Background: an optimization exercise with open tools, aiming at small area. Do not read the settings as production practice.
At most, simulation tests tie the RTL to the original design; equivalence was not proved.

==> flow/design.v <==
`default_nettype none
package rs_syndrome_calc_pkg;
   localparam int          N         = 255;
   localparam int          K         = 223;
   localparam int          NSYM      = N - K;
   localparam logic [8:0]  PRIM_POLY = 9'h11d;
   localparam logic [7:0]  LAST_SLOT = 8'(N - 1);
   function automatic logic [7:0] gf2_8_add(input logic [7:0] a, input logic [7:0] b);
      gf2_8_add = a ^ b;
   endfunction
   function automatic logic [7:0] gf2_8_mul(input logic [7:0] a, input logic [7:0] b);
      logic [7:0] p;
      logic [7:0] t;
      integer     i;
      p = 8'h00;
      t = a;
      for (i = 0; i < 8; i = i + 1) begin
         if (b[i]) p = p ^ t;
         t = t[7] ? ((t << 1) ^ PRIM_POLY[7:0]) : (t << 1);
      end
      gf2_8_mul = p;
   endfunction
   function automatic logic [7:0] alpha_pow(input int e);
      logic [7:0] v;
      v = 8'h01;
      for (int i = 0; i < e; i++) v = gf2_8_mul(v, 8'h02);
      alpha_pow = v;
   endfunction
endpackage
`default_nettype wire
`default_nettype none
module rs_synd_cell
#(
   parameter logic [7:0] COEF = 8'h02
) (
   input  logic       clk,
   input  logic       i_en,
   input  logic       i_first,
   input  logic [7:0] i_data,
   output logic [7:0] o_acc_next
);
   logic [7:0] r_acc;
   logic [7:0] w_scaled;
   assign w_scaled   = i_first ? 8'h00 : rs_syndrome_calc_pkg::gf2_8_mul(r_acc, COEF);
   assign o_acc_next = rs_syndrome_calc_pkg::gf2_8_add(w_scaled, i_data);
   always_ff @(posedge clk) begin
      if (i_en) r_acc <= o_acc_next;
   end
endmodule
`default_nettype wire
`default_nettype none
module rs_syndrome_calc
(
   input  logic         clk,
   input  logic         rst,
   input  logic         din_valid,
   input  logic         din_sof,
   input  logic [7:0]   data_in,
   output logic         synd_valid,
   input  logic         synd_ready,
   output logic [255:0] syndromes,
   output logic         synd_err,
   output logic         overrun,
   output logic         sync_err
);
   logic [7:0]   r_cnt;
   logic [255:0] r_synd;
   logic         r_valid;
   logic         r_overrun;
   logic         r_sync_err;
   logic [7:0]   w_slot;
   logic         w_first;
   logic         w_last;
   logic         w_sync;
   logic         w_load;
   logic         w_drop;
   logic [255:0] w_acc_next;
   assign w_slot  = (din_valid && din_sof) ? 8'd0 : r_cnt;
   assign w_first = (w_slot == 8'd0);
   assign w_last  = din_valid && (w_slot == rs_syndrome_calc_pkg::LAST_SLOT);
   assign w_sync  = din_valid && din_sof && (r_cnt != 8'd0);
   assign w_load  = w_last && (!r_valid || synd_ready);
   assign w_drop  = w_last && r_valid && !synd_ready;
   genvar j;
   generate
      for (j = 1; j <= rs_syndrome_calc_pkg::NSYM; j++) begin : g_cell
         rs_synd_cell #(
            .COEF (rs_syndrome_calc_pkg::alpha_pow(j))
         ) u_cell (
            .clk        (clk),
            .i_en       (din_valid),
            .i_first    (w_first),
            .i_data     (data_in),
            .o_acc_next (w_acc_next[8*j-1 -: 8])
         );
      end
   endgenerate
   always_ff @(posedge clk or posedge rst) begin
      if (rst) begin
         r_cnt      <= 8'd0;
         r_valid    <= 1'b0;
         r_overrun  <= 1'b0;
         r_sync_err <= 1'b0;
      end else begin
         if (din_valid)
            r_cnt <= (w_slot == rs_syndrome_calc_pkg::LAST_SLOT) ? 8'd0 : w_slot + 8'd1;
         r_sync_err <= w_sync;
         r_overrun  <= w_drop;
         if (w_load) begin
            r_valid <= 1'b1;
         end else if (r_valid && synd_ready) begin
            r_valid <= 1'b0;
         end
      end
   end
   always_ff @(posedge clk) begin
      if (w_load) r_synd <= w_acc_next;
   end
   assign synd_valid = r_valid;
   assign syndromes  = r_synd;
   assign synd_err   = |r_synd;
   assign overrun    = r_overrun;
   assign sync_err   = r_sync_err;
endmodule
`default_nettype wire
Settings: LEC_CHECK=0, CAP_MARGIN=20, CORE_MARGIN=2, CORE_UTILIZATION=40, SLEW_MARGIN=20; clock period 6.0 ns.
run.sh (not shown) runs the stock make flow with config.mk's settings and CLKGATE_MAP_FILE= SYNTH_SCRIPT=/design/flow/synth_recipe.tcl, a recipe that flattens the netlist after the stock synthesis.
The baseline ran to the end with no violations.
Next try:
--- a/flow/design.v
+++ b/flow/design.v
@@ -35,4 +35,5 @@
 ) (
    input  logic       clk,
+   input  logic       rst,
    input  logic       i_en,
    input  logic       i_first,
@@ -44,6 +45,7 @@
    assign w_scaled   = i_first ? 8'h00 : rs_syndrome_calc_pkg::gf2_8_mul(r_acc, COEF);
    assign o_acc_next = rs_syndrome_calc_pkg::gf2_8_add(w_scaled, i_data);
-   always_ff @(posedge clk) begin
-      if (i_en) r_acc <= o_acc_next;
+   always_ff @(posedge clk or posedge rst) begin
+      if (rst)       r_acc <= 8'h00;
+      else if (i_en) r_acc <= o_acc_next;
    end
 endmodule
@@ -67,4 +69,5 @@
    logic [255:0] r_synd;
    logic         r_valid;
+   logic         r_err;
    logic         r_overrun;
    logic         r_sync_err;
@@ -89,4 +92,5 @@
          ) u_cell (
             .clk        (clk),
+            .rst        (rst),
             .i_en       (din_valid),
             .i_first    (w_first),
@@ -99,5 +103,7 @@
       if (rst) begin
          r_cnt      <= 8'd0;
+         r_synd     <= '0;
          r_valid    <= 1'b0;
+         r_err      <= 1'b0;
          r_overrun  <= 1'b0;
          r_sync_err <= 1'b0;
@@ -108,4 +114,6 @@
          r_overrun  <= w_drop;
          if (w_load) begin
+            r_synd  <= w_acc_next;
+            r_err   <= |w_acc_next;
             r_valid <= 1'b1;
          end else if (r_valid && synd_ready) begin
@@ -114,10 +122,7 @@
       end
    end
-   always_ff @(posedge clk) begin
-      if (w_load) r_synd <= w_acc_next;
-   end
    assign synd_valid = r_valid;
    assign syndromes  = r_synd;
-   assign synd_err   = |r_synd;
+   assign synd_err   = r_err;
    assign overrun    = r_overrun;
    assign sync_err   = r_sync_err;
The new run completed without violations.
Synthesized area climbs by a quarter to a third.
Via count climbs by well over a third.
Routed wire length climbs by well over a third.
Clock-buffer cell count climbs by 12.
Cell count climbs by well over a third.
Utilization drops by 1.3 points.
For the second run of this note, only the layout was checked, not whether the RTL still works.

-- afterwards: timing with drivers on the ports --
In the flow no input, the clock included, has a driving cell. The finished layouts below were timed again as built, in two steps. Step 1: set_driving_cell puts a clkbuf_16 on clk and a buf_2 on each other input, an assumption about the parent block. Step 2 adds t to the input delays and takes it off the output delays; t is the mean of the earliest and latest rising clock arrival at the registers after step 1. Input paths then give back, and output paths get back, about the clock's delay inside the block. Three values: ideal ports, drivers, drivers and shift; two values: the first two.
| run | t, ns | setup slack, ns | hold slack, ns | worst slew at a driven data input, ns |
|---|---|---|---|---|
| the first run | 0.666 | 1.236 / 1.174 / 1.469 | 0.593 / 0.593 / 0.593 | 0.05 |
| the second run | 0.692 | 0.806 / 0.836 / 0.144 | 0.477 / 0.477 / 0.477 | 0.07 |
After both steps every run listed still meets setup and hold. The setup slack of the second run, which loses most, moves by +0.030 ns with the drivers and by -0.662 ns with both steps.
